What follows belongs to an exercise in optimizing a design on an open flow for small area, a short achievable clock period and few clock cycles; a production flow would make more cautious choices. No functional check of the RTL was part of any run shown here. Power is estimated from default activity; no workload was simulated.

==> flow/design.v, too long to show whole: its modules and the start of the top module <==
// module dot_lane_sum: 1182 lines
// module ping_ram_dot_engine: 156 lines
module ping_ram_dot_engine
#(
  parameter int unsigned ACC_W = 40,
  parameter int unsigned LEN_W = 16
) (
  input  logic                         clk,
  input  logic                         reset,
  input  logic [31:0]                  input_addr,
  input  logic [31:0]                  weight_addr,
  input  logic [31:0]                  output_addr,
  input  logic [31:0]                  data_type,
  output logic [31:0]                  finish_signal,
  output logic [26:0]                  avm_address,
  output logic                         avm_read,
  output logic                         avm_write,
  output logic [31:0]                  avm_writedata,
  output logic [3:0]                   avm_byteenable,
  output logic                         avm_burstcount,
  input  logic [31:0]                  avm_readdata,
  input  logic                         avm_readdatavalid,
  input  logic                         avm_waitrequest
);
  // ...
==> flow/flow/run.sh <==
#!/bin/bash
set -euo pipefail
bash standard.sh SETUP_SLACK_MARGIN=8 finish > make.log 2>&1
==> flow/standard.sh <==
#!/bin/bash
# synth_recipe.tcl (not shown) runs the flow's synth.tcl, then flattens the netlist and writes it again
# the make line also repeats each setting of config.mk as NAME=value (left out here)
make -C /OpenROAD-flow-scripts/flow DESIGN_CONFIG=/design/flow/config.mk WORK_HOME=/design/flow/orfs CLKGATE_MAP_FILE= SYNTH_SCRIPT=/design/flow/synth_recipe.tcl "${@:-finish}"
==> flow/config.mk <==
export PLATFORM = sky130hd
export DESIGN_NAME = ping_ram_dot_engine
export DESIGN_NICKNAME = ping_ram_dot_engine
export VERILOG_FILES = /design/flow/design.v
export SDC_FILE = /design/flow/constraint.sdc
export NUM_CORES = 4
export LEC_CHECK = 0
export ABC_AREA = 1
export CAP_MARGIN = 20
export CORE_MARGIN = 2
export CORE_UTILIZATION = 40
export PLACE_DENSITY = 0.6
export SLEW_MARGIN = 20
==> flow/constraint.sdc <==
create_clock -name core_clock -period 12.0 [get_ports {clk}]
set_input_delay 2.4000 -clock core_clock [delete_from_list [all_inputs] [get_ports {clk}]]
set_output_delay 2.4000 -clock core_clock [all_outputs]
set_load 0.01 [all_outputs]
==> notes.md, run 1 <==
- Tcrit/Tclk final: 34.96%
- Gr busiest metal: met2
- Cell taking the most area after synthesis: edfxtp_1
- Status: complete, no violations
- M2 GR Usage: 42.62%
- Final Hold Vio Count: 0
- CTS clk-pin slew, worst paths: 0.06 ns
- Comb. pwr: 2060 µW
- Fraction of area in registers: 25.28%
- Sink count of the clock tree: 265
- Crit path cell chain: buf_6, buf_16, buf_8, nand2_4, inv_4, or2_4, nand2_4, buf_12, nand2_8, o22ai_1, xor2_1, fa_2, fa_1, inv_1, fa_1, inv_1, fa_1, o21ai_0, a21oi_1
- Critical path endpoint: acc_c_q[19]
- Grt met1 use: 35.87%
- Top Registers: acc_c_q: 40 flops, acc_s_q: 40 flops
- CP max-delay cell: fa_2
- Critical path depth: 19
- Power share of the combinational group: 48.5%
- DR WL met3: 6556 µm
- Top delay family on crit path: adder cells
- NonClk Buf Share: 11.22%
- Die extent in y: 237.8 µm
- Top area cells in the synthesized netlist: edfxtp_1 21%, fa_1 14%, dfxtp_1 10%
- #FFs+latches synth: 265
- Placer congestion estimate: 0.9693
- Die X: 237.8 µm
- Total clock network power: 1030 µW
- Yosys cell types: 52
- Buffers, non-clock: 313
- Crit path DAT: 4.59 ns
- Peak VDD IR: 0.1161 mV
- Most common cell in the netlist: nand2_1
- Met2 wire len: 34650 µm
- CTS tree: done
- Crit Reg-Reg Startpoint: fmt16_q
- Mapped cell area: 0.02187 mm²
- Antenna-violating nets left: 0
- Most frequent cells in the layout: 544 x nand2_1, 421 x inv_1, 210 x nor2_1
- Sequential power: 1160 µW
- Final setup fails: 0
- Hold_ws: 0.4654 ns
- Gr usage total: 26.48%
==> module ping_ram_dot_engine, before the edit <==
module ping_ram_dot_engine
#(
  parameter int unsigned ACC_W = 40,
  parameter int unsigned LEN_W = 16
) (
  input  logic                         clk,
  input  logic                         reset,
  input  logic [31:0]                  input_addr,
  input  logic [31:0]                  weight_addr,
  input  logic [31:0]                  output_addr,
  input  logic [31:0]                  data_type,
  output logic [31:0]                  finish_signal,
  output logic [26:0]                  avm_address,
  output logic                         avm_read,
  output logic                         avm_write,
  output logic [31:0]                  avm_writedata,
  output logic [3:0]                   avm_byteenable,
  output logic                         avm_burstcount,
  input  logic [31:0]                  avm_readdata,
  input  logic                         avm_readdatavalid,
  input  logic                         avm_waitrequest
);
  localparam logic [2:0] RD_MAX = 3'd4;
  logic               go_q;
  logic               busy_q, done_q, err_q;
  logic [LEN_W-1:0]   len_q;
  logic               fmt16_q;
  logic               rd_q, wr_q;
  logic [24:0]        cur_q;         
  logic [24:0]        oth_q;         
  logic [24:0]        out_q;         
  logic [LEN_W-1:0]   rem_q;         
  logic               rph_q;         
  logic [2:0]         ocnt_q;        
  logic               dph_q;         
  logic [31:0]        in_q;          
  logic [31:0]        w_q;           
  logic               mac_a_q, mac_b_q;
  logic [39:0]        acc_s_q, acc_c_q;  
  logic               go, start_bad;
  logic               rd_acc, wr_acc, last_rd, more_rd, rd_room, wr_set;
  logic [2:0]         ocnt_d;
  logic [39:0]        mac_s, mac_c, acc_sum;
  logic [31:0]        result;
  assign go        = data_type[31] & ~go_q;
  assign start_bad = data_type[25] | (|input_addr[1:0]) | (|weight_addr[1:0]) |
                     (|output_addr[1:0]);
  assign rd_acc  = rd_q & ~avm_waitrequest;
  assign wr_acc  = wr_q & ~avm_waitrequest;
  assign last_rd = rph_q & (rem_q == LEN_W'(1));
  assign more_rd = (rem_q != '0) & ~(rd_acc & last_rd);
  assign ocnt_d  = ocnt_q + {2'b0, rd_acc} - {2'b0, avm_readdatavalid};
  assign rd_room = avm_readdatavalid ? (~rd_acc | (ocnt_q < RD_MAX)) :
                                       (rd_acc ? (ocnt_q < RD_MAX - 3'd1) : (ocnt_q < RD_MAX));
  assign wr_set  = busy_q & ~rd_q & ~wr_q & (rem_q == '0) & (ocnt_q == '0) & ~mac_a_q &
                   ~mac_b_q;
  always_ff @(posedge clk) begin
    if (reset) begin
      go_q    <= 1'b0;
      busy_q  <= 1'b0;
      done_q  <= 1'b0;
      err_q   <= 1'b0;
      len_q   <= '0;
      rd_q    <= 1'b0;
      wr_q    <= 1'b0;
      ocnt_q  <= '0;
      dph_q   <= 1'b0;
      mac_a_q <= 1'b0;
      mac_b_q <= 1'b0;
    end else begin
      go_q    <= data_type[31];
      ocnt_q  <= ocnt_d;
      mac_a_q <= avm_readdatavalid & dph_q;
      mac_b_q <= mac_a_q;
      if (avm_readdatavalid) dph_q <= ~dph_q;
      if (go) begin
        busy_q <= ~start_bad;
        done_q <= start_bad;
        err_q  <= start_bad;
        len_q  <= start_bad ? '0 : data_type[LEN_W-1:0];
        rd_q   <= ~start_bad & (data_type[LEN_W-1:0] != '0);
        wr_q   <= 1'b0;
      end else begin
        if (rd_q & avm_waitrequest) rd_q <= 1'b1;
        else                        rd_q <= busy_q & more_rd & rd_room;
        if (wr_set) wr_q <= 1'b1;
        else if (wr_acc) begin
          wr_q   <= 1'b0;
          busy_q <= 1'b0;
          done_q <= 1'b1;
        end
      end
    end
  end
  always_ff @(posedge clk) begin
    if (go) begin
      fmt16_q <= data_type[24];
      cur_q   <= input_addr[26:2];
      oth_q   <= weight_addr[26:2];
      out_q   <= output_addr[26:2];
      rem_q   <= data_type[LEN_W-1:0];
      rph_q   <= 1'b0;
    end else if (rd_acc) begin
      cur_q <= oth_q;
      oth_q <= cur_q + 25'd1;
      rph_q <= ~rph_q;
      if (rph_q) rem_q <= rem_q - LEN_W'(1);
    end else if (wr_set) begin
      cur_q <= out_q;
    end
  end
  always_ff @(posedge clk) begin
    if (avm_readdatavalid & ~dph_q) begin
      in_q <= avm_readdata;
    end else if (avm_readdatavalid & dph_q) begin
      in_q[15:0] <= avm_readdata[31:16];
    end else if (wr_set) begin
      in_q <= result;
    end
    if (avm_readdatavalid & dph_q) w_q <= {in_q[15:0], avm_readdata[15:0]};
    else if (mac_a_q)              w_q <= in_q;
  end
  dot_lane_sum u_lane_sum (
    .fmt16_i (fmt16_q),
    .x_i     (w_q[31:16]),
    .y_i     (w_q[15:0]),
    .s_i     (acc_s_q),
    .c_i     (acc_c_q),
    .s_o     (mac_s),
    .c_o     (mac_c)
  );
  always_ff @(posedge clk) begin
    if (go) begin
      acc_s_q <= '0;
      acc_c_q <= '0;
    end else if (mac_a_q | mac_b_q) begin
      acc_s_q <= mac_s;
      acc_c_q <= mac_c;
    end
  end
  assign acc_sum = acc_s_q + acc_c_q;
  assign result  = fmt16_q ? acc_sum[31:0] : acc_sum[39:8];
  assign avm_address    = {cur_q, 2'b00};
  assign avm_read       = rd_q;
  assign avm_write      = wr_q;
  assign avm_writedata  = in_q;
  assign avm_byteenable = 4'hF;
  assign avm_burstcount = 1'b1;
  always_comb begin
    finish_signal                                 = '0;
    finish_signal[ping_ram_dot_pkg::DONE_B]       = done_q;
    finish_signal[ping_ram_dot_pkg::BUSY_B]       = busy_q;
    finish_signal[ping_ram_dot_pkg::ERR_B]        = err_q;
    finish_signal[LEN_W-1:0]                      = len_q;
  end
endmodule
==> run 2, diff against run 1 <==
--- a/flow/design.v
+++ b/flow/design.v
@@ -3,16 +3,17 @@
   localparam logic [1:0] FMT_I16X2 = 2'd1;
   localparam int unsigned DONE_B = 31;
   localparam int unsigned BUSY_B = 30;
   localparam int unsigned ERR_B  = 29;
   localparam int unsigned WORD_BYTES = 4;
 endpackage
 module dot_lane_sum
 (
+  input  logic          en_i,
   input  logic          fmt16_i,
   input  logic [15:0]   x_i,
   input  logic [15:0]   y_i,
   input  logic [39:0]   s_i,
   input  logic [39:0]   c_i,
   output logic [39:0]   s_o,
   output logic [39:0]   c_o
 );
@@ -558,19 +559,19 @@
   logic fs188;
   logic fc188;
   logic fs189;
   logic fc189;
   logic fs190;
   logic fc190;
   logic fs191;
   logic fc191;
-  assign one0 = y_i[0] ^ 1'b0;
-  assign two0 = (y_i[1] & ~y_i[0] & ~1'b0) | (~y_i[1] & y_i[0] & 1'b0);
-  assign neg0 = y_i[1];
+  assign one0 = en_i & (y_i[0] ^ 1'b0);
+  assign two0 = en_i & ((y_i[1] & ~y_i[0] & ~1'b0) | (~y_i[1] & y_i[0] & 1'b0));
+  assign neg0 = en_i & y_i[1];
   assign r0_0 = ((one0 & op_lo[0]) | (two0 & 1'b0)) ^ neg0;
   assign r0_1 = ((one0 & op_lo[1]) | (two0 & op_lo[0])) ^ neg0;
   assign r0_2 = ((one0 & op_lo[2]) | (two0 & op_lo[1])) ^ neg0;
   assign r0_3 = ((one0 & op_lo[3]) | (two0 & op_lo[2])) ^ neg0;
   assign r0_4 = ((one0 & op_lo[4]) | (two0 & op_lo[3])) ^ neg0;
   assign r0_5 = ((one0 & op_lo[5]) | (two0 & op_lo[4])) ^ neg0;
   assign r0_6 = ((one0 & op_lo[6]) | (two0 & op_lo[5])) ^ neg0;
   assign r0_7 = ((one0 & op_lo[7]) | (two0 & op_lo[6])) ^ neg0;
@@ -578,19 +579,19 @@
   assign r0_9 = ((one0 & op_lo[9]) | (two0 & op_lo[8])) ^ neg0;
   assign r0_10 = ((one0 & op_lo[10]) | (two0 & op_lo[9])) ^ neg0;
   assign r0_11 = ((one0 & op_lo[11]) | (two0 & op_lo[10])) ^ neg0;
   assign r0_12 = ((one0 & op_lo[12]) | (two0 & op_lo[11])) ^ neg0;
   assign r0_13 = ((one0 & op_lo[13]) | (two0 & op_lo[12])) ^ neg0;
   assign r0_14 = ((one0 & op_lo[14]) | (two0 & op_lo[13])) ^ neg0;
   assign r0_15 = ((one0 & op_lo[15]) | (two0 & op_lo[14])) ^ neg0;
   assign r0_16 = ((one0 & op_lo[15]) | (two0 & op_lo[15])) ^ neg0;
-  assign one1 = y_i[2] ^ y_i[1];
-  assign two1 = (y_i[3] & ~y_i[2] & ~y_i[1]) | (~y_i[3] & y_i[2] & y_i[1]);
-  assign neg1 = y_i[3];
+  assign one1 = en_i & (y_i[2] ^ y_i[1]);
+  assign two1 = en_i & ((y_i[3] & ~y_i[2] & ~y_i[1]) | (~y_i[3] & y_i[2] & y_i[1]));
+  assign neg1 = en_i & y_i[3];
   assign r1_0 = ((one1 & op_lo[0]) | (two1 & 1'b0)) ^ neg1;
   assign r1_1 = ((one1 & op_lo[1]) | (two1 & op_lo[0])) ^ neg1;
   assign r1_2 = ((one1 & op_lo[2]) | (two1 & op_lo[1])) ^ neg1;
   assign r1_3 = ((one1 & op_lo[3]) | (two1 & op_lo[2])) ^ neg1;
   assign r1_4 = ((one1 & op_lo[4]) | (two1 & op_lo[3])) ^ neg1;
   assign r1_5 = ((one1 & op_lo[5]) | (two1 & op_lo[4])) ^ neg1;
   assign r1_6 = ((one1 & op_lo[6]) | (two1 & op_lo[5])) ^ neg1;
   assign r1_7 = ((one1 & op_lo[7]) | (two1 & op_lo[6])) ^ neg1;
@@ -598,19 +599,19 @@
   assign r1_9 = ((one1 & op_lo[9]) | (two1 & op_lo[8])) ^ neg1;
   assign r1_10 = ((one1 & op_lo[10]) | (two1 & op_lo[9])) ^ neg1;
   assign r1_11 = ((one1 & op_lo[11]) | (two1 & op_lo[10])) ^ neg1;
   assign r1_12 = ((one1 & op_lo[12]) | (two1 & op_lo[11])) ^ neg1;
   assign r1_13 = ((one1 & op_lo[13]) | (two1 & op_lo[12])) ^ neg1;
   assign r1_14 = ((one1 & op_lo[14]) | (two1 & op_lo[13])) ^ neg1;
   assign r1_15 = ((one1 & op_lo[15]) | (two1 & op_lo[14])) ^ neg1;
   assign r1_16 = ((one1 & op_lo[15]) | (two1 & op_lo[15])) ^ neg1;
-  assign one2 = y_i[4] ^ y_i[3];
-  assign two2 = (y_i[5] & ~y_i[4] & ~y_i[3]) | (~y_i[5] & y_i[4] & y_i[3]);
-  assign neg2 = y_i[5];
+  assign one2 = en_i & (y_i[4] ^ y_i[3]);
+  assign two2 = en_i & ((y_i[5] & ~y_i[4] & ~y_i[3]) | (~y_i[5] & y_i[4] & y_i[3]));
+  assign neg2 = en_i & y_i[5];
   assign r2_0 = ((one2 & op_lo[0]) | (two2 & 1'b0)) ^ neg2;
   assign r2_1 = ((one2 & op_lo[1]) | (two2 & op_lo[0])) ^ neg2;
   assign r2_2 = ((one2 & op_lo[2]) | (two2 & op_lo[1])) ^ neg2;
   assign r2_3 = ((one2 & op_lo[3]) | (two2 & op_lo[2])) ^ neg2;
   assign r2_4 = ((one2 & op_lo[4]) | (two2 & op_lo[3])) ^ neg2;
   assign r2_5 = ((one2 & op_lo[5]) | (two2 & op_lo[4])) ^ neg2;
   assign r2_6 = ((one2 & op_lo[6]) | (two2 & op_lo[5])) ^ neg2;
   assign r2_7 = ((one2 & op_lo[7]) | (two2 & op_lo[6])) ^ neg2;
@@ -618,19 +619,19 @@
   assign r2_9 = ((one2 & op_lo[9]) | (two2 & op_lo[8])) ^ neg2;
   assign r2_10 = ((one2 & op_lo[10]) | (two2 & op_lo[9])) ^ neg2;
   assign r2_11 = ((one2 & op_lo[11]) | (two2 & op_lo[10])) ^ neg2;
   assign r2_12 = ((one2 & op_lo[12]) | (two2 & op_lo[11])) ^ neg2;
   assign r2_13 = ((one2 & op_lo[13]) | (two2 & op_lo[12])) ^ neg2;
   assign r2_14 = ((one2 & op_lo[14]) | (two2 & op_lo[13])) ^ neg2;
   assign r2_15 = ((one2 & op_lo[15]) | (two2 & op_lo[14])) ^ neg2;
   assign r2_16 = ((one2 & op_lo[15]) | (two2 & op_lo[15])) ^ neg2;
-  assign one3 = y_i[6] ^ y_i[5];
-  assign two3 = (y_i[7] & ~y_i[6] & ~y_i[5]) | (~y_i[7] & y_i[6] & y_i[5]);
-  assign neg3 = y_i[7];
+  assign one3 = en_i & (y_i[6] ^ y_i[5]);
+  assign two3 = en_i & ((y_i[7] & ~y_i[6] & ~y_i[5]) | (~y_i[7] & y_i[6] & y_i[5]));
+  assign neg3 = en_i & y_i[7];
   assign r3_0 = ((one3 & op_lo[0]) | (two3 & 1'b0)) ^ neg3;
   assign r3_1 = ((one3 & op_lo[1]) | (two3 & op_lo[0])) ^ neg3;
   assign r3_2 = ((one3 & op_lo[2]) | (two3 & op_lo[1])) ^ neg3;
   assign r3_3 = ((one3 & op_lo[3]) | (two3 & op_lo[2])) ^ neg3;
   assign r3_4 = ((one3 & op_lo[4]) | (two3 & op_lo[3])) ^ neg3;
   assign r3_5 = ((one3 & op_lo[5]) | (two3 & op_lo[4])) ^ neg3;
   assign r3_6 = ((one3 & op_lo[6]) | (two3 & op_lo[5])) ^ neg3;
   assign r3_7 = ((one3 & op_lo[7]) | (two3 & op_lo[6])) ^ neg3;
@@ -638,19 +639,19 @@
   assign r3_9 = ((one3 & op_lo[9]) | (two3 & op_lo[8])) ^ neg3;
   assign r3_10 = ((one3 & op_lo[10]) | (two3 & op_lo[9])) ^ neg3;
   assign r3_11 = ((one3 & op_lo[11]) | (two3 & op_lo[10])) ^ neg3;
   assign r3_12 = ((one3 & op_lo[12]) | (two3 & op_lo[11])) ^ neg3;
   assign r3_13 = ((one3 & op_lo[13]) | (two3 & op_lo[12])) ^ neg3;
   assign r3_14 = ((one3 & op_lo[14]) | (two3 & op_lo[13])) ^ neg3;
   assign r3_15 = ((one3 & op_lo[15]) | (two3 & op_lo[14])) ^ neg3;
   assign r3_16 = ((one3 & op_lo[15]) | (two3 & op_lo[15])) ^ neg3;
-  assign one4 = y_i[8] ^ (y_i[7] & fmt16_i);
-  assign two4 = (y_i[9] & ~y_i[8] & ~(y_i[7] & fmt16_i)) | (~y_i[9] & y_i[8] & (y_i[7] & fmt16_i));
-  assign neg4 = y_i[9];
+  assign one4 = en_i & (y_i[8] ^ (y_i[7] & fmt16_i));
+  assign two4 = en_i & ((y_i[9] & ~y_i[8] & ~(y_i[7] & fmt16_i)) | (~y_i[9] & y_i[8] & (y_i[7] & fmt16_i)));
+  assign neg4 = en_i & y_i[9];
   assign r4_0 = ((one4 & op_hi[0]) | (two4 & 1'b0)) ^ neg4;
   assign r4_1 = ((one4 & op_hi[1]) | (two4 & op_hi[0])) ^ neg4;
   assign r4_2 = ((one4 & op_hi[2]) | (two4 & op_hi[1])) ^ neg4;
   assign r4_3 = ((one4 & op_hi[3]) | (two4 & op_hi[2])) ^ neg4;
   assign r4_4 = ((one4 & op_hi[4]) | (two4 & op_hi[3])) ^ neg4;
   assign r4_5 = ((one4 & op_hi[5]) | (two4 & op_hi[4])) ^ neg4;
   assign r4_6 = ((one4 & op_hi[6]) | (two4 & op_hi[5])) ^ neg4;
   assign r4_7 = ((one4 & op_hi[7]) | (two4 & op_hi[6])) ^ neg4;
@@ -658,19 +659,19 @@
   assign r4_9 = ((one4 & op_hi[9]) | (two4 & op_hi[8])) ^ neg4;
   assign r4_10 = ((one4 & op_hi[10]) | (two4 & op_hi[9])) ^ neg4;
   assign r4_11 = ((one4 & op_hi[11]) | (two4 & op_hi[10])) ^ neg4;
   assign r4_12 = ((one4 & op_hi[12]) | (two4 & op_hi[11])) ^ neg4;
   assign r4_13 = ((one4 & op_hi[13]) | (two4 & op_hi[12])) ^ neg4;
   assign r4_14 = ((one4 & op_hi[14]) | (two4 & op_hi[13])) ^ neg4;
   assign r4_15 = ((one4 & op_hi[15]) | (two4 & op_hi[14])) ^ neg4;
   assign r4_16 = ((one4 & op_hi[15]) | (two4 & op_hi[15])) ^ neg4;
-  assign one5 = y_i[10] ^ y_i[9];
-  assign two5 = (y_i[11] & ~y_i[10] & ~y_i[9]) | (~y_i[11] & y_i[10] & y_i[9]);
-  assign neg5 = y_i[11];
+  assign one5 = en_i & (y_i[10] ^ y_i[9]);
+  assign two5 = en_i & ((y_i[11] & ~y_i[10] & ~y_i[9]) | (~y_i[11] & y_i[10] & y_i[9]));
+  assign neg5 = en_i & y_i[11];
   assign r5_0 = ((one5 & op_hi[0]) | (two5 & 1'b0)) ^ neg5;
   assign r5_1 = ((one5 & op_hi[1]) | (two5 & op_hi[0])) ^ neg5;
   assign r5_2 = ((one5 & op_hi[2]) | (two5 & op_hi[1])) ^ neg5;
   assign r5_3 = ((one5 & op_hi[3]) | (two5 & op_hi[2])) ^ neg5;
   assign r5_4 = ((one5 & op_hi[4]) | (two5 & op_hi[3])) ^ neg5;
   assign r5_5 = ((one5 & op_hi[5]) | (two5 & op_hi[4])) ^ neg5;
   assign r5_6 = ((one5 & op_hi[6]) | (two5 & op_hi[5])) ^ neg5;
   assign r5_7 = ((one5 & op_hi[7]) | (two5 & op_hi[6])) ^ neg5;
@@ -678,19 +679,19 @@
   assign r5_9 = ((one5 & op_hi[9]) | (two5 & op_hi[8])) ^ neg5;
   assign r5_10 = ((one5 & op_hi[10]) | (two5 & op_hi[9])) ^ neg5;
   assign r5_11 = ((one5 & op_hi[11]) | (two5 & op_hi[10])) ^ neg5;
   assign r5_12 = ((one5 & op_hi[12]) | (two5 & op_hi[11])) ^ neg5;
   assign r5_13 = ((one5 & op_hi[13]) | (two5 & op_hi[12])) ^ neg5;
   assign r5_14 = ((one5 & op_hi[14]) | (two5 & op_hi[13])) ^ neg5;
   assign r5_15 = ((one5 & op_hi[15]) | (two5 & op_hi[14])) ^ neg5;
   assign r5_16 = ((one5 & op_hi[15]) | (two5 & op_hi[15])) ^ neg5;
-  assign one6 = y_i[12] ^ y_i[11];
-  assign two6 = (y_i[13] & ~y_i[12] & ~y_i[11]) | (~y_i[13] & y_i[12] & y_i[11]);
-  assign neg6 = y_i[13];
+  assign one6 = en_i & (y_i[12] ^ y_i[11]);
+  assign two6 = en_i & ((y_i[13] & ~y_i[12] & ~y_i[11]) | (~y_i[13] & y_i[12] & y_i[11]));
+  assign neg6 = en_i & y_i[13];
   assign r6_0 = ((one6 & op_hi[0]) | (two6 & 1'b0)) ^ neg6;
   assign r6_1 = ((one6 & op_hi[1]) | (two6 & op_hi[0])) ^ neg6;
   assign r6_2 = ((one6 & op_hi[2]) | (two6 & op_hi[1])) ^ neg6;
   assign r6_3 = ((one6 & op_hi[3]) | (two6 & op_hi[2])) ^ neg6;
   assign r6_4 = ((one6 & op_hi[4]) | (two6 & op_hi[3])) ^ neg6;
   assign r6_5 = ((one6 & op_hi[5]) | (two6 & op_hi[4])) ^ neg6;
   assign r6_6 = ((one6 & op_hi[6]) | (two6 & op_hi[5])) ^ neg6;
   assign r6_7 = ((one6 & op_hi[7]) | (two6 & op_hi[6])) ^ neg6;
@@ -698,19 +699,19 @@
   assign r6_9 = ((one6 & op_hi[9]) | (two6 & op_hi[8])) ^ neg6;
   assign r6_10 = ((one6 & op_hi[10]) | (two6 & op_hi[9])) ^ neg6;
   assign r6_11 = ((one6 & op_hi[11]) | (two6 & op_hi[10])) ^ neg6;
   assign r6_12 = ((one6 & op_hi[12]) | (two6 & op_hi[11])) ^ neg6;
   assign r6_13 = ((one6 & op_hi[13]) | (two6 & op_hi[12])) ^ neg6;
   assign r6_14 = ((one6 & op_hi[14]) | (two6 & op_hi[13])) ^ neg6;
   assign r6_15 = ((one6 & op_hi[15]) | (two6 & op_hi[14])) ^ neg6;
   assign r6_16 = ((one6 & op_hi[15]) | (two6 & op_hi[15])) ^ neg6;
-  assign one7 = y_i[14] ^ y_i[13];
-  assign two7 = (y_i[15] & ~y_i[14] & ~y_i[13]) | (~y_i[15] & y_i[14] & y_i[13]);
-  assign neg7 = y_i[15];
+  assign one7 = en_i & (y_i[14] ^ y_i[13]);
+  assign two7 = en_i & ((y_i[15] & ~y_i[14] & ~y_i[13]) | (~y_i[15] & y_i[14] & y_i[13]));
+  assign neg7 = en_i & y_i[15];
   assign r7_0 = ((one7 & op_hi[0]) | (two7 & 1'b0)) ^ neg7;
   assign r7_1 = ((one7 & op_hi[1]) | (two7 & op_hi[0])) ^ neg7;
   assign r7_2 = ((one7 & op_hi[2]) | (two7 & op_hi[1])) ^ neg7;
   assign r7_3 = ((one7 & op_hi[3]) | (two7 & op_hi[2])) ^ neg7;
   assign r7_4 = ((one7 & op_hi[4]) | (two7 & op_hi[3])) ^ neg7;
   assign r7_5 = ((one7 & op_hi[5]) | (two7 & op_hi[4])) ^ neg7;
   assign r7_6 = ((one7 & op_hi[6]) | (two7 & op_hi[5])) ^ neg7;
   assign r7_7 = ((one7 & op_hi[7]) | (two7 & op_hi[6])) ^ neg7;
@@ -1278,17 +1279,17 @@
           wr_q   <= 1'b0;
           busy_q <= 1'b0;
           done_q <= 1'b1;
         end
       end
     end
   end
   always_ff @(posedge clk) begin
-    if (go) begin
+    if (~busy_q) begin
       fmt16_q <= data_type[24];
       cur_q   <= input_addr[26:2];
       oth_q   <= weight_addr[26:2];
       out_q   <= output_addr[26:2];
       rem_q   <= data_type[LEN_W-1:0];
       rph_q   <= 1'b0;
     end else if (rd_acc) begin
       cur_q <= oth_q;
@@ -1306,29 +1307,30 @@
       in_q[15:0] <= avm_readdata[31:16];
     end else if (wr_set) begin
       in_q <= result;
     end
     if (avm_readdatavalid & dph_q) w_q <= {in_q[15:0], avm_readdata[15:0]};
     else if (mac_a_q)              w_q <= in_q;
   end
   dot_lane_sum u_lane_sum (
+    .en_i    (mac_a_q | mac_b_q),
     .fmt16_i (fmt16_q),
     .x_i     (w_q[31:16]),
     .y_i     (w_q[15:0]),
     .s_i     (acc_s_q),
     .c_i     (acc_c_q),
     .s_o     (mac_s),
     .c_o     (mac_c)
   );
   always_ff @(posedge clk) begin
-    if (go) begin
+    if (reset | wr_set) begin
       acc_s_q <= '0;
       acc_c_q <= '0;
-    end else if (mac_a_q | mac_b_q) begin
+    end else begin
       acc_s_q <= mac_s;
       acc_c_q <= mac_c;
     end
   end
   assign acc_sum = acc_s_q + acc_c_q;
   assign result  = fmt16_q ? acc_sum[31:0] : acc_sum[39:8];
   assign avm_address    = {cur_q, 2'b00};
   assign avm_read       = rd_q;
==> flow/flow/run.sh (replaced) <==
#!/bin/bash
set -euo pipefail
bash standard.sh SETUP_SLACK_MARGIN=9 finish > make.log 2>&1
==> run 2 against run 1 <==
Now fails the layout checks on max-capacitance violations, max-slew violations. Sequential share of layout area decreased by 2.4 points. Cell count rose by 2.3%. First-iteration DRC count increased by 14%. Critical path depth decreased by 2. Critical endpoint is now acc_c_q[17]. Largest power group unchanged.
==> notes.md, run 2 <==
- Status: finished with violations (was complete, no violations)
- Violated Checks: max-capacitance violations, max-slew violations
- Core area: 0.05255 mm² (was 0.05392 mm²)
- Post-DP HPWL: 53560 µm (was 56020 µm)
- Worst setup margin: 7.880 ns (was 7.804 ns)
- Critical path type: reg -> reg (unchanged)
- Final std cells w/o fill: 3803 (was 3716)
- CTS clk-pin slew, worst paths: 0.06 ns (about the same)
- Top area cells in the synthesized netlist: edfxtp_1 22%, fa_1 15%, dfxtp_1 10% (was edfxtp_1 21%, fa_1 14%, dfxtp_1 10%)
- Top Registers: acc_c_q: 40 flops, acc_s_q: 40 flops (unchanged)
- Crit Reg-Reg Startpoint: fmt16_q (unchanged)
- Final Hold Vio Count: 0 (unchanged)
- Routed vias/inst: 5.350 (was 5.361)
- Cell taking the most area after synthesis: edfxtp_1 (unchanged)
- Die ar.: 0.05495 mm² (was 0.05657 mm²)
- Yosys cell types: 51 (was 52)
- LEAKAGE: 0.01384 µW (was 0.01217 µW)
- Power, Total: 4621 µW (was 4242 µW)
- Gr usage total: 28.32% (was 26.48%)
- R2r setup slk: 7.88 ns (was 7.80 ns)
- CTS Buffer Depth: 3 (unchanged)
- Synth warn: 1 (unchanged)
- Met2 wire len: 37080 µm (was 34650 µm)
- Sink count of the clock tree: 265 (unchanged)
- Routed len/inst: 21.44 µm (was 20.32 µm)
- Hold buffers post-CTS: 0 (unchanged)
- Largest net degree at the start of global routing: 110 (was 114)
- #FFs+latches synth: 265 (unchanged)
- Ys async rst share: 0% (unchanged)
- DR WL met3: 7331 µm (was 6556 µm)
- Register area share after synthesis: 32.33% (was 31.39%)
- Die extent in y: 234.4 µm (was 237.8 µm)
- Max-slew violations: 10 (was 0)
- Worst Path Required: 12.50 ns (was 12.39 ns)
- Final setup fails: 0 (unchanged)
- Max-slew headroom: -0.5403% (was 27.62%)
- Setup total negative slack: 0 ns (unchanged)
- Clock latency on the worst-skew pair: 0.58 ns (was 0.56 ns)
- Met1 Wirelength: 33750 µm (was 31940 µm)
- Antenna-violating nets left: 0 (unchanged)
- Vias: 20347 (was 19923)
- Rows: 84 (was 85)
- Layout Skew: 0.01620 ns (was 0.02373 ns)
- Hold path cells: 2 (unchanged)
- Global-route wire length before repair: 116700 µm (was 115300 µm)
- Placer congestion estimate: 0.9398 (was 0.9693)
- RSZ-0062 raised after global routing: true (unchanged)
- P&R area growth vs syn: 42.05% (was 24.19%)
- Post-Route WL: 81540 µm (was 75500 µm)
- NumNets Final: 3484 (was 3391)
- Crit path DAT: 4.62 ns (was 4.59 ns)
- RR Endpoint: acc_c_q[17] (was acc_c_q[19])
- Mapped cell area: 0.02124 mm² (was 0.02187 mm²)
- Peak VDD IR: 0.1116 mV (was 0.1161 mV)
- Die X: 234.4 µm (was 237.8 µm)
- Worst setup EP type: flip-flop (unchanged)
- Critical path peak fanout: 7 (was 5)
- Hold WC Path Type: reg -> reg (unchanged)
- Initial cell density of the core: 40.41% (was 40.56%)
- Hold path start: len_q[3] (was len_q[8])
- Max-cap viol count: 1 (was 0)
- Worst Tran Pin Value: 1.506 ns (was 1.086 ns)
- Most common cell after layout, fill and taps aside: nand2_1 (unchanged)
- Min cycle time layout: 4.120 ns (was 4.196 ns)
- Clk root buf: clkbuf_16 (unchanged)
- Power density over the cells: 153.2 mW/mm² (was 156.2 mW/mm²)
- H-tree depth: 2 (unchanged)
- Initial antenna violation count: 1 (was 3)
- Cell Count Post-Placement: 3468 (was 3564)
- Proportion of layout cells with a drive suffix above 1: 26.88% (was 12.15%)
- Grt ovf: 0 (unchanged)
- Synth top area share: 22.06% (was 21.42%)
- Vias in the first global route: 19469 (was 19788)
- Fill count: 4597 (was 5192)
- Most common cell in the netlist: nand2_1 (unchanged)
- CTS Buf Count: 35 (was 34)
- Synth cell count leaders: 511 x nand2_1, 498 x inv_1, 265 x nor2_1, 156 x edfxtp_1, 155 x fa_1 (was 560 x nand2_1, 445 x inv_1, 218 x nor2_1, 180 x o21ai_0, 156 x edfxtp_1)
- Worst reg-to-reg path cell count: 17 (was 19)
- Post-route DRC: 0 (unchanged)
- # IOs: 262 (unchanged)
- Top FF cell, synth: edfxtp_1 (unchanged)
- Hold endpoint: len_q[3] (was len_q[8])
- Top Layer Used: met4 (was met5)
- CTS tree: done (unchanged)
- Post-Place Worst Slack: 6.846 ns (was 6.283 ns)
- Drt pass-1 iters: 6 (unchanged)
- DRT iter0 DRCs: 1816 (was 1590)
- Tcrit/Tclk final: 34.33% (was 34.96%)
- Achievable frequency: 242.7 MHz (was 238.3 MHz)
- Most frequent cells in the layout: 450 x nand2_1, 429 x inv_1, 242 x nor2_1 (was 544 x nand2_1, 421 x inv_1, 210 x nor2_1)
- Startpoint Class: flip-flop (unchanged)
- Synth Instances: 2643 (was 2753)
- Mean Syn Cell Area: 8.036 µm² (was 7.945 µm²)
- I/O Buffers: 213 (unchanged)
- EDFF count, synth: 156 (unchanged)
[run 2: cell types whose count changed after synthesis, moves of 11 or more]
cell,change
a31oi_1,-29
xnor2_1,+17
inv_1,+53
nand2_1,-49
clkbuf_1,-25
nand2_2,-21
nor2_1,+47
a21oi_1,+11
nor2_2,-14
o21ai_0,-71
nand3_1,-16
[run 2: cell type report]
class / instances / area, µm² / area share (%)
clock inverters: 17 / 305.3 / 1.012
repair buffers: 475 / 4890 / 16.21
inverters: 511 / 2064 / 6.843
multi-input cells: 1793 / 14080 / 46.69
flip-flops and latches: 265 / 6903 / 22.88
repair inverters: 6 / 73.82 / 0.2447
well taps: 688 / 860.8 / 2.853
clock buffers: 47 / 983.4 / 3.260
diodes: 1 / 2.502 / 0.008295
[run 2: worst max path at each step]
stage / depth (start not counted) / startpoint / to / slack [ns]
floorplan: 10 / avm_waitrequest / ocnt_q[1] / 8.17
global placement: 7 / avm_waitrequest / oth_q[10] / 6.88
detailed placement: 6 / avm_readdatavalid / in_q[16] / 6.85
CTS: 14 / w_q[3] / acc_c_q[17] / 7.88
global route: 17 / fmt16_q / acc_c_q[17] / 7.73
finish: 17 / fmt16_q / acc_c_q[17] / 7.88
[run 2: repair_timing]
action / 4_1_cts / 5_1_grt
hold endpoints to repair: 0 / 0
gates resized for setup: 664 / 189
setup endpoints to repair: 403 / 312
setup buffers: 175 / 64
gates cloned: 21 / 10
pin swaps: 97 / 81
[run 2: kinds of logic (layout without fill, tap and decap cells)]
| kind of cell | after synthesis | after routing | share of synthesized area [%] |
|---|---|---|---|
| AO/OA/AOI/OAI | 411 | 411 | 11.09 |
| XOR/XNOR | 171 | 171 | 7.052 |
| adder cells (fa/ha/maj) | 233 | 233 | 19.21 |
| buffers and inverters | 616 | 1056 | 11.90 |
| flip-flops | 265 | 265 | 32.33 |
| other | 2 | 21 | 0.03536 |
| AND/OR/NAND/NOR | 945 | 958 | 18.39 |
[run 2: power by group]
part           switching [µW]  leakage, µW  total [µW]  internal (µW)
Clock                     455     0.000623        1190            734
Combinational            1300       0.0107        2170            873
Sequential                134      0.00249        1260           1130
Total                    1890       0.0138        4620           2730
[run 2: per-stage QoR]
step	hold slack [ns]	util, %	area, µm²
after global placement	0.4372	46.65	24510
after detailed placement	0.4443	46.65	24510
after CTS	0.4644	54.70	28750
final	0.4657	57.41	30170
after global routing	0.4837	57.40	30170
after floorplan	0.4563	-	22380
[run 2: worst max-delay path: stages, from the launching register on]
cell and delay (ns):
edfxtp_1 0.44, buf_12 0.19, buf_4 0.15, nor2_1 0.12, nor2_1 0.08, inv_2 0.14, o22ai_2 0.09, xor2_1 0.18
fa_1 0.55, inv_1 0.06, fa_1 0.49, inv_2 0.05, fa_2 0.33, fa_1 0.48, inv_1 0.05, fa_2 0.52
inv_1 0.04, nor2_1 0.09
[run 2: routing by layer]
metal	up-vias	track usage (%)
met2	1043	45.16
met1	9839	38.99
li1	9262	-
met5	-	0
met3	203	4.421
met4	0	10.30

==> separate check: timing with driven ports <==
The flow's constraints put no driver on any port. The routed layouts listed below were extracted and timed again, unchanged, in two steps.
Step 1 assumes that a clkbuf_16 drives the clock port and a buf_2 every other input.
Step 2 adds t to the input delays and takes it off the output delays; t is the mean of the earliest and latest rising clock arrival at the registers after step 1. Input paths then give back, and output paths get back, about the clock's delay inside the block.
Slacks: ideal / step 1 / step 2; pairs: ideal / step 1.
| run | shift t [ns] | slack for setup (ns) | worst setup path after step 2 |
|---|---|---|---|
| run 1 | 0.613 | 7.804 / 7.804 / 7.510 | input to register |
| run 2 | 0.633 | 7.880 / 7.880 / 7.880 | register to register |
The setup slack of run 1, which loses most, moves by 0.000 ns with the drivers and by -0.294 ns with both steps.
